Source: an optimization exercise on an open RTL-to-GDS flow (aim: small area, a short achievable clock period and few clock cycles per item). Production flows keep margins and buffers that such runs may drop. The RTL was checked by simulation tests, not by an equivalence proof against the original design. No activity file was given, so power comes from the tool's default toggle rates.

==> flow/design.v (outline; a module is shown in full before it is edited, if it fits) <==
// module goertzel_multi: 3467 lines
module goertzel_multi #(
  parameter int NUM_BINS     = 4,
  parameter int LOG2_SAMPLES = 9,
  parameter int D_W          = 16,
  parameter int S_W          = 8,
  parameter int FRAC         = 14
) (
  input  logic                    dsp_clk,
  input  logic                    rst_n,
  input  logic                    start,
  input  logic                    coef_wr,
  input  logic [2:0]              coef_idx,
  input  logic [D_W-1:0]          coef_val,
  output logic [LOG2_SAMPLES-1:0] sample_address,
  input  logic [S_W-1:0]          sample_data_in,
  output logic                    busy,
  output logic                    mag_valid,
  input  logic                    mag_ready,
  output logic [2:0]              mag_bin,
  output logic [D_W-1:0]          mag_data,
  output logic                    frame_done
);
  // ...
==> flow/flow/run.sh <==
#!/bin/bash
# The standard layout (standard.sh: the standard flow's synthesis and ORFS flow), with two changes to how
# the layout is made: the port buffers are buf_4 cells instead of the delay-type buffer the
# default choice picks, and timing repair aims 9 ns above the 13 ns constraint so that it also
# works on paths that already meet it. make's full output goes to standard_make.log here.
set -euo pipefail
bash standard.sh "BUFFER_PORTS_ARGS=-buffer_cell sky130_fd_sc_hd__buf_4" SETUP_SLACK_MARGIN=9 finish > standard_make.log 2>&1
==> flow/standard.sh <==
#!/bin/bash
# synth_recipe.tcl (not shown) runs the flow's synth.tcl, then flattens the netlist and writes it again
# the make line also repeats each setting of config.mk as NAME=value (left out here)
make -C /OpenROAD-flow-scripts/flow DESIGN_CONFIG=/design/flow/config.mk WORK_HOME=/design/flow/orfs CLKGATE_MAP_FILE= SYNTH_SCRIPT=/design/flow/synth_recipe.tcl "${@:-finish}"
==> flow/config.mk <==
export PLATFORM = sky130hd
export DESIGN_NAME = goertzel_multi
export DESIGN_NICKNAME = goertzel_multi
export VERILOG_FILES = /design/flow/design.v
export SDC_FILE = /design/flow/constraint.sdc
export NUM_CORES = 4
export LEC_CHECK = 0
export ABC_AREA = 1
export CAP_MARGIN = 20
export CORE_MARGIN = 2
export CORE_UTILIZATION = 40
export SLEW_MARGIN = 20
==> flow/constraint.sdc <==
create_clock -name core_clock -period 13.0 [get_ports {dsp_clk}]
set_input_delay 2.6000 -clock core_clock [delete_from_list [all_inputs] [get_ports {dsp_clk}]]
set_output_delay 2.6000 -clock core_clock [all_outputs]
set_load 0.01 [all_outputs]
==> results by group, run 1 <==
Detailed routing
  – Total vias in the final route: 27366

Critical path
  – Worst path arrival time: 4.47 ns
  – Biggest fanout along the worst timing path: 7

Global routing
  – Met3 track demand over resource: 3.47%
  – Most utilized layer in the global route result: met2

STA
  – Final setup TNS: 0 ns
  – Setup repair after global routing missed its margin: false
  – Final min period: 3.93 ns

Placed design
  – Worst slack, placed: 7.55 ns
  – Cell count after placement: 5055

Power and ir drop
  – Internal power component: 4.47 mW
  – Combinational group share of total power: 48.8%
  – Switching share of power: 45.6%

Layout
  – Signal buffers: 97
  – Flip-flop and latch count: 543
  – Sequential fraction of total cell area: 30.9%
  – FILL cells: 8480

Yosys
  – Yosys cell types: 62
  – Fraction of synthesized cell area taken by the top area cell type: 23.7%
  – Mapped Cells: 3991
  – Ys Warns: 2
  – Fraction of the mapped netlist area in adder cells: 22.1%
  – Simple-gate share of the synthesized area: 13.2%

Floorplan
  – Number of placement rows: 109
  – Die width: 301 um
  – Core Region: 0.0880 mm^2

Clocking
  – Post-CTS repair timing setup buffer count: 7
  – Total of cells resized after clock tree synthesis: 31

Run
  – Max-capacitance violation count: 0

Run status
  – Run status: timing/DRC/antenna clean

Min path
  – Class of the most critical hold timing path: reg2reg
Testbench counts, summed over its fixed seeds: cycles 24,912, frames 24.
==> run 2, diff against run 1 <==
--- a/flow/design.v
+++ b/flow/design.v
@@ -3410,25 +3410,21 @@
   wire can_ld  = (~ovalid | mag_ready) & ~obin[2] & (obin[1] ? rdy_b : rdy_a);
   logic       ph;            
   wire  [1:0] sbin   = (can_ld & busy_q) ? obin[1:0] : mbin;
   wire        use_r1 = (ph == sbin[1]);
   wire [15:0] src0 = use_r1 ? r1_0[15:0] : r2_0[15:0];
   wire [15:0] src1 = use_r1 ? r1_1[15:0] : r2_1[15:0];
   wire [15:0] src  = sbin[0] ? src1 : src0;
   always_ff @(posedge dsp_clk) ph <= (!busy_q) ? 1'b1 : ~ph;
-  logic [3:0]  cw_q;
-  logic [15:0] cv_q;
   wire cw_ok = rst_n & coef_wr & ~busy_q & ~coef_idx[2];
   always_ff @(posedge dsp_clk) begin
     rst_q <= ~rst_n;
-    cv_q  <= coef_val;
     for (int i = 0; i < 4; i++) begin
-      cw_q[i] <= cw_ok && (coef_idx[1:0] == 2'(i));
-      if (cw_q[i]) cf[i] <= cv_q;
+      if (cw_ok && coef_idx[1:0] == 2'(i)) cf[i] <= coef_val;
       else if (rst_q) cf[i] <= '0;
     end
   end
   always_ff @(posedge dsp_clk) begin
     x_q <= sample_data_in;
     if (!rst_n) begin
       k      <= '0;
       busy_q <= 1'b0;
==> flow/config.mk (replaced) <==
export PLATFORM = sky130hd
export DESIGN_NAME = goertzel_multi
export DESIGN_NICKNAME = goertzel_multi
export VERILOG_FILES = /design/flow/design.v
export SDC_FILE = /design/flow/constraint.sdc
export NUM_CORES = 4
export LEC_CHECK = 0
export ABC_AREA = 1
export CAP_MARGIN = 20
export CORE_MARGIN = 2
export CORE_UTILIZATION = 60
export SLEW_MARGIN = 20
==> results by group, run 2 <==
Power and ir drop
  – Power per Cell Area: 217 mW/mm^2 (was 210 mW/mm^2)
  – Maximum VDD drop: 0.205 mV (was 0.134 mV)
  – Static leakage: 17.6 nW (was 18.3 nW)
  – Total power: 8.32 mW (was 8.21 mW)

Yosys
  – Sequential-to-total area share from yosys stat: 33.8% (was 34.2%)
  – Fraction of synthesized cell area taken by the top area cell type: 23.1% (was 23.7%)
  – Most repeated cell in the gate-level netlist after synthesis: nand2_1 (unchanged)
  – Synthesis-stage register bit count: 523 (was 543)
  – Biggest area consumer among synthesized cells: dfxtp_1 (unchanged)
  – Mapped Cells: 3895 (was 3991)
  – Cell area after synthesis: 0.0346 mm^2 (was 0.0354 mm^2)
  – Ys Warns: 2 (unchanged)
  – Average size of a mapped cell: 8.89 um^2 (was 8.86 um^2)
  – Number of enable-type register cells in the synthesized netlist: 124 (unchanged)
  – Top_reg_cell synth: dfxtp_1 (unchanged)
  – Yosys cell types: 63 (was 62)
  – Post-Syn Nets: 4378 (was 4474)
  – Most frequent cells after synthesis: nand2_1, inv_1, dfxtp_1 (unchanged)
  – Async set or reset register ratio after synthesis: 0% (unchanged)
  – Leading cell types by total area after synthesis: dfxtp_1, fa_1, edfxtp_1 (unchanged)

Floorplan
  – Floorplan die height: 244 um (was 301 um)
  – Core Region: 0.0574 mm^2 (was 0.0880 mm^2)
  – Number of placement rows: 88 (was 109)
  – Number of top-level pins: 63 (unchanged)
  – Overall die area: 0.0596 mm^2 (was 0.0908 mm^2)
  – Die width: 244 um (was 301 um)
  – Effective utilization at floorplan: 60.4% (was 40.2%)

STA
  – Hold violation count in the final report: 0 (unchanged)
  – Achievable Freq: 255 MHz (about the same)
  – Worst Slack Setup Final: 9.09 ns (was 9.07 ns)
  – Max Clock Skew: 0.0322 ns (was 0.0317 ns)
  – Max-slew headroom: 24.1% (was 29.6%)
  – Final Slew Violations: 0 (unchanged)
  – Transition time at the pin with the least slew margin: 1.14 ns (was 1.06 ns)
  – Final setup viols: 0 (unchanged)
  – Setup repair after global routing missed its margin: true (was false)
  – Final setup TNS: 0 ns (unchanged)
  – WHS: 0.360 ns (was 0.357 ns)
  – Tcrit/Tclk final: 30.1% (was 30.2%)
  – Final min period: 3.91 ns (was 3.93 ns)

Placed design
  – Port Buffer Count: 61 (unchanged)
  – DP Area: 0.0354 mm^2 (was 0.0366 mm^2)
  – GPL Wtd Cong: 0.921 (was 0.882)
  – Cell count after placement: 4559 (was 5055)
  – Dpl hpwl: 75500 um (was 75300 um)
  – Worst slack, placed: 7.69 ns (was 7.55 ns)

Clocking
  – CTS Hold Buffers Added: 0 (unchanged)
  – Clock slew at the register clock pins of the worst setup and hold paths: 0.06 ns (about the same)
  – Clock Latency Late Sink: 0.65 ns (was 0.66 ns)
  – Number of clock buffers inserted by TritonCTS: 57 (was 58)
  – CTS Root Buffer Type: clkbuf_16 (unchanged)
  – CTS tree: yes (unchanged)
  – Number of buffers on the longest clock path: 3 (unchanged)
  – Clk sinks: 523 (was 543)
  – H-tree levels: 2 (unchanged)

Min path
  – Min-Delay Path Depth: 0 (unchanged)
  – Class of the most critical hold timing path: reg2reg (unchanged)

Global routing
  – Wire length of the first global-routing pass: 159000 um (was 160000 um)
  – Largest net degree at the start of global routing: 50 (unchanged)
  – Via count of the first global-routing pass: 27172 (was 26954)
  – Initial antenna violation count: 2 (unchanged)
  – GR Util All Layers: 35.0% (was 23.0%)
  – Total grt overflow: 0 (unchanged)

Run status
  – Run status: timing/DRC/antenna clean (unchanged)

Detailed routing
  – Average detailed-routed wire length per instance: 22.3 um (was 20.2 um)
  – Number of nets with antenna violations after detailed routing: 0 (unchanged)
  – Number of optimization iterations in the first detailed-route pass: 6 (was 5)
  – Detailed-route DRC error count: 0 (unchanged)
  – Via density: 5.92 (was 5.28)
  – Wire length reported by the detailed router: 105000 um (about the same)
  – Iteration-0 DRC Markers: 3043 (was 2596)
  – Total vias in the final route: 27865 (was 27366)

Layout
  – Post-Layout Inst Area: 0.0383 mm^2 (was 0.0392 mm^2)
  – Top library cells by usage in the layout, fill and taps aside: nand2_1, inv_1, dfxtp_1 (unchanged)
  – Biggest register: cf (unchanged)
  – Area Growth Syn to Fin: 10.7% (about the same)
  – Final net count: 4373 (was 4455)
  – Share of post-route cells with drive strength above 1: 9.62% (was 8.78%)
  – Share of the core filled with cells in the final layout: 66.8% (was 44.5%)
  – FILL cells: 4714 (was 8480)
  – Most common library cell in the layout ignoring fill and taps: nand2_1 (unchanged)
  – Antenna diode instance count: 0 (unchanged)
  – Post-layout instance count excluding filler cells: 4704 (was 5187)
  – Largest register FFs: 64 (unchanged)

Critical path
  – Most used cell along the critical path: fa_1 (was nand2_1)
  – Biggest fanout along the worst timing path: 19 (was 7)
  – Maximum cell stage delay along the critical path: 0.65 ns (was 0.76 ns)
  – Cells along the critical path: clkinv_1 > o22ai_1 > xor2_1 > fa_1 > fa_1 > fa_1 > inv_1 > fa_1 (was o21ai_0 > fa_1 > inv_1 > fa_1 > nand3_1 > nand2_1 > a221o_1 > nand2_1 > nand2_1 > nand3_1 > nand2_1 > nand3_1 > nand2_1 > nand3_1 > nand2_1 > fa_1)
  – Critical path required time: 13.49 ns (was 13.54 ns)
  – Length in cells of the worst reg-to-reg path: 8 (was 16)
  – CP max stage cell: clkinv_1 (was o21ai_0)
  – Worst path arrival time: 4.40 ns (was 4.47 ns)
  – Critical Path Sink Type: flop (unchanged)
  – Critical path class: reg2reg (unchanged)
  – Kind of launch point of the worst setup path: flop (unchanged)

Run
  – Max-capacitance violation count: 0 (unchanged)
## run 2: cell count changes in the layout (fill, tap and decap cells not counted), moves of 8 or more
cell / change
clkinv_1: -9
nand2_1: -61
dfxtp_1: -28
nor2_1: +50
o211ai_1: +17
inv_1: -55
o21ai_1: -8
## run 2: cells by family (layout without fill, tap and decap cells)
kind of cell,Yosys count,count (layout),share of synthesized area [%]
adders and majority gates,451,451,22.6
DFF,523,523,33.8
and+or+nand+nor,1063,1064,13.0
buffers and inverters,813,856,9.12
AOI/OAI and AO/OA,679,679,12.2
xor gates and xnor gates,362,362,9.16
other,1,1,0.0108
muxes,3,3,0.0976
## run 2: worst paths after layout
path              startpoint  endpoint  slack, ns
setup / recovery     d1_0[5]   hb_0[7]       9.09
setup reg to reg     d1_0[5]   hb_0[7]       9.09
hold reg to reg      q1_1[3]   q2_1[3]       0.36
hold / removal       q1_1[3]   q2_1[3]       0.36
## run 2: repair_timing
| action | 4_1_cts | 5_1_grt |
|---|---|---|
| setup endpoints to repair | 135 | 61 |
| gates cloned | 3 | 5 |
| resized for setup | 32 | 89 |
| pin swaps | 4 | 35 |
| buffers inserted | 9 | 20 |
## run 2: worst max-delay path, delay by kind of cell (launching register included)
kind            cells  cell delay (ns)
buf+inv             2             0.70
flops               1             0.51
compound gates      1             0.45
xor+xnor            1             0.20
fa+ha+maj           4             1.87
## run 2: where the power goes
group	switching [mW]	total, mW	internal, mW
Sequential	0.358	2.49	2.13
Combinational	2.73	4.06	1.33
Clock	0.711	1.77	1.06
## run 2: routing by layer
| metal | vias up | GRT usage [%] | wire length, um |
|---|---|---|---|
| li1 | 12627 | - | - |
| met2 | 1566 | 52.3 | 45700 |
| met3 | 232 | 7.70 | 11800 |
| met5 | - | 0 | 23 |
| met4 | 4 | 11.8 | 3660 |
| met1 | 13436 | 50.3 | 43900 |
## run 2: area by class of cell
| class | count | area [um^2] | share of cell area [%] |
|---|---|---|---|
| Clock buffer | 86 | 1750 | 4.58 |
| Timing Repair Buffer | 106 | 888 | 2.32 |
| Clock inverter | 22 | 323 | 0.843 |
| Tap cell | 765 | 957 | 2.50 |
| Inverter | 637 | 2460 | 6.41 |
| Multi-Input combinational cell | 2560 | 20200 | 52.6 |
| Timing Repair inverter | 5 | 35.0 | 0.0914 |
| Sequential cell | 523 | 11700 | 30.6 |
Testbench counts of run 2, summed over its fixed seeds: cycles 24,912, frames 24.
==> run 3, diff against run 2 <==
--- a/flow/config.mk
+++ b/flow/config.mk
@@ -9,4 +9,5 @@
 export CAP_MARGIN = 20
 export CORE_MARGIN = 2
 export CORE_UTILIZATION = 60
+export CTS_BUF_LIST = sky130_fd_sc_hd__clkbuf_4 sky130_fd_sc_hd__clkbuf_8
 export SLEW_MARGIN = 20
==> results by group, run 3 <==
Run status
  – Run status: timing/DRC/antenna clean (unchanged)

Detailed routing
  – Number of optimization iterations in the first detailed-route pass: 6 (unchanged)
  – Via density: 5.91 (was 5.92)
  – Wire length reported by the detailed router: 105000 um (about the same)
  – Total vias in the final route: 28194 (was 27865)
  – Iteration-0 DRC Markers: 2951 (was 3043)
  – Detailed-route DRC error count: 0 (unchanged)
  – Average detailed-routed wire length per instance: 22.1 um (was 22.3 um)
  – Number of nets with antenna violations after detailed routing: 0 (unchanged)

Layout
  – Top library cells by usage in the layout, fill and taps aside: nand2_1, inv_1, dfxtp_1 (unchanged)
  – Most common library cell in the layout ignoring fill and taps: nand2_1 (unchanged)
  – Share of post-route cells with drive strength above 1: 11.3% (was 9.62%)
  – Largest register FFs: 64 (unchanged)
  – Area Growth Syn to Fin: 10.5% (was 10.7%)
  – Final net count: 4407 (was 4373)
  – Biggest register: cf (unchanged)

Critical path
  – Number of logic stages on the critical path including buffering: 1 (was 8)
  – Worst setup path startpoint: mdata[8] (was d1_0[5])
  – Critical path class: reg2out (was reg2reg)
  – Biggest fanout along the worst timing path: 1 (was 19)
  – Critical path required time: 10.40 ns (was 13.49 ns)
  – Kind of launch point of the worst setup path: flop (unchanged)
  – Length in cells of the worst reg-to-reg path: 19 (was 8)
  – Cells along the critical path: buf_4 (was clkinv_1 > o22ai_1 > xor2_1 > fa_1 > fa_1 > fa_1 > inv_1 > fa_1)
  – Worst path arrival time: 1.39 ns (was 4.40 ns)
  – Critical Path Sink Type: output pin (was flop)
  – Setup crit end: mag_data[8] (was hb_0[7])
  – Reg2Reg Capture Point: r1_1[6] (was hb_0[7])
  – Buf/Inv on CP: 1 (was 2)
  – CP max stage cell: dfxtp_1 (was clkinv_1)
  – Crit-path leading delay family: flip-flops (was adder cells)
  – Reg-to-reg critical path startpoint: hb_1[9] (was d1_0[5])
  – Maximum cell stage delay along the critical path: 0.50 ns (was 0.65 ns)
  – Setup slack of the most critical reg-to-reg path: 9.12 ns (was 9.09 ns)

Yosys
  – Sequential-to-total area share from yosys stat: 33.8% (unchanged)
  – Area fraction in compound gates after synthesis: 12.2% (unchanged)
  – Fraction of the mapped netlist area in adder cells: 22.6% (unchanged)
  – Combinational family with the most area after synthesis: adder cells (unchanged)
  – Post-Syn Nets: 4378 (unchanged)
  – Proportion of synthesized area in mux cells: 0.0976% (unchanged)
  – Simple-gate share of the synthesized area: 13.0% (unchanged)
  – Biggest area consumer among synthesized cells: dfxtp_1 (unchanged)
  – Yosys cell types: 63 (unchanged)
  – Fraction of synthesized cell area taken by the top area cell type: 23.1% (unchanged)
  – Top_reg_cell synth: dfxtp_1 (unchanged)
  – Mapped Cells: 3895 (unchanged)
  – Async set or reset register ratio after synthesis: 0% (unchanged)
  – Cell area after synthesis: 0.0346 mm^2 (unchanged)
  – Leading cell types by total area after synthesis: dfxtp_1, fa_1, edfxtp_1 (unchanged)
  – Number of enable-type register cells in the synthesized netlist: 124 (unchanged)
  – Synthesis-stage register bit count: 523 (unchanged)
  – Most frequent cells after synthesis: nand2_1, inv_1, dfxtp_1 (unchanged)
  – Ys Warns: 2 (unchanged)
  – Most repeated cell in the gate-level netlist after synthesis: nand2_1 (unchanged)
  – Average size of a mapped cell: 8.89 um^2 (unchanged)
  – Post-synthesis xor/xnor area fraction: 9.16% (unchanged)

Floorplan
  – Effective utilization at floorplan: 60.4% (unchanged)
  – Die width: 244 um (unchanged)
  – Floorplan die height: 244 um (unchanged)
  – Core Region: 0.0574 mm^2 (unchanged)
  – Overall die area: 0.0596 mm^2 (unchanged)
  – Number of placement rows: 88 (unchanged)
  – Number of top-level pins: 63 (unchanged)

STA
  – Worst Slack Setup Final: 9.01 ns (was 9.09 ns)
  – Max-slew headroom: 26.0% (was 24.1%)
  – Final Slew Violations: 0 (unchanged)
  – Setup repair after global routing missed its margin: true (unchanged)
  – Transition time at the pin with the least slew margin: 1.11 ns (was 1.14 ns)
  – Achievable Freq: 250 MHz (was 255 MHz)
  – Tcrit/Tclk final: 30.7% (was 30.1%)
  – Max Clock Skew: 0.0342 ns (was 0.0322 ns)
  – Final min period: 3.99 ns (was 3.91 ns)
  – Hold violation count in the final report: 0 (unchanged)
  – Final setup TNS: 0 ns (unchanged)
  – Final setup viols: 0 (unchanged)

Placed design
  – Port Buffer Count: 61 (unchanged)
  – GPL Wtd Cong: 0.921 (unchanged)
  – Worst slack, placed: 7.69 ns (unchanged)
  – Dpl hpwl: 75500 um (unchanged)

Power and ir drop
  – Maximum VDD drop: 0.181 mV (was 0.205 mV)
  – Sequential Power Share: 30.3% (was 29.9%)
  – Power per Cell Area: 215 mW/mm^2 (was 217 mW/mm^2)
  – Relative contribution of the clock network to total power: 20.2% (was 21.3%)
  – Combinational group share of total power: 49.6% (was 48.8%)
  – Switching share of power: 46.3% (was 45.6%)
  – Switching power: 3.81 mW (was 3.80 mW)
  – Internal power component: 4.42 mW (was 4.52 mW)
  – Static leakage: 17.7 nW (was 17.6 nW)

Global routing
  – Largest net degree at the start of global routing: 50 (unchanged)
  – Via count of the first global-routing pass: 27384 (was 27172)
  – Initial antenna violation count: 2 (unchanged)
  – Wire length of the first global-routing pass: 160000 um (was 159000 um)
  – GR Util All Layers: 35.1% (was 35.0%)
  – Total grt overflow: 0 (unchanged)

Clocking
  – Clk sinks: 523 (unchanged)
  – CTS tree: yes (unchanged)
  – CTS Root Buffer Type: clkbuf_8 (was clkbuf_16)
  – Clock Latency Late Sink: 0.71 ns (was 0.65 ns)
  – Number of buffers on the longest clock path: 3 (unchanged)
  – H-tree levels: 3 (was 2)
  – Number of clock buffers inserted by TritonCTS: 89 (was 57)
  – Clock slew at the register clock pins of the worst setup and hold paths: 0.06 ns (about the same)

Min path
  – Class of the most critical hold timing path: reg2reg (unchanged)

Run
  – Max-capacitance violation count: 0 (unchanged)
run 3: cell counts after synthesis:
No cell type changed its count.
run 3: worst min path at each step:
stage                     depth (start not counted)        to  slack [ns]     start
after floorplan                                   0     r1c_1        0.33    epos_1
after global placement                            0   q2_1[1]        0.35   q1_1[1]
after detailed placement                          0   q2_1[0]        0.35   q1_1[0]
after CTS                                         0   q2_1[1]        0.36   q1_1[1]
after global routing                              0  q2_1[17]        0.37  q1_1[17]
final                                             0   q2_1[1]        0.36   q1_1[1]
run 3: per-layer routing:
layer / wire length, um / vias to the layer above / GRT usage (%) / part of all wire (%)
met4: 3380 / 2 / 11.6 / 3.2
met5: 13 / - / 0 / 0.012
met3: 11700 / 240 / 8.80 / 11
met1: 44500 / 13675 / 50.0 / 42
met2: 45700 / 1573 / 52.3 / 43
li1: - / 12704 / - / -
run 3: logic make-up (layout without fill, tap and decap cells):
family	Yosys count	after routing
buffers and inverters	813	918
muxes	3	3
and+or+nand+nor	1063	1063
other	1	3
DFF	523	523
AOI/OAI and AO/OA	679	679
adders and majority gates	451	451
xor gates and xnor gates	362	362
run 3: cell type report:
type / instances / area, um^2
Multi-Input combinational cell: 2559 / 20200
Timing Repair inverter: 5 / 32.5
Sequential cell: 523 / 11700
Inverter: 637 / 2460
Timing Repair Buffer: 109 / 911
Clock buffer: 133 / 1640
Clock inverter: 34 / 352
Fill cell: 4767 / 19100
Tap cell: 765 / 957
Antenna cell: 2 / 5.00
run 3: what timing repair did:
action                     4_1_cts  5_1_grt
gates resized for setup         29       93
pin swaps                        3       35
setup buffers                   10       22
setup endpoints to repair      135      107
hold buffers                     0        0
gates cloned                     4        3
run 3: power groups by stage:
stage,registers (mW),logic [mW],clock network [mW]
floorplan,2.33,2.63,0
global placement,2.50,3.60,0
detailed placement,2.50,3.71,0
CTS,2.47,3.76,1.67
global route,2.52,4.51,1.74
finish,2.49,4.08,1.66
run 3: through the flow:
stage | instance area [um^2] | utilization, % | power [mW] | std cells | hold WS, ns
after global placement | 35400 | 61.7 | 6.10 | 4559 | 0.352
after detailed placement | 35400 | 61.7 | 6.20 | 4559 | 0.355
after global routing | 38300 | 66.7 | 8.77 | 4767 | 0.371
after CTS | 37600 | 65.5 | 7.91 | 4740 | 0.362
after floorplan | 34600 | - | 4.96 | 3895 | 0.329
final | 38300 | 66.7 | 8.22 | 4767 | 0.362

[what the ideal ports hide]
The results above use ideal ports. As a check the final layouts listed here were re-extracted and re-timed, cells and wires unchanged. Step 1 sets driving cells, clkbuf_16 on the clock port and buf_2 on the other inputs (assumed; they add their load-dependent delay and slew). Step 2 times the ports against the registers' clock, not the clock port: input delays grow and output delays shrink by t, the midpoint of the rising clock arrivals with the driver on. a / b / c = ideal / step 1 / step 2; a / b = the first two.
run | t, ns | setup WS [ns] | worst slew at a driven data input, ns
run 1 | 0.715 | 9.074 / 9.025 / 8.547 | 0.09
run 2 | 0.707 | 9.085 / 9.022 / 8.495 | 0.04
run 3 | 0.749 | 9.008 / 8.948 / 8.332 | 0.04
After both steps every run listed still meets setup and hold. For run 3, which loses most, drivers alone change the setup slack by -0.060 ns; drivers and shift together by -0.676 ns.
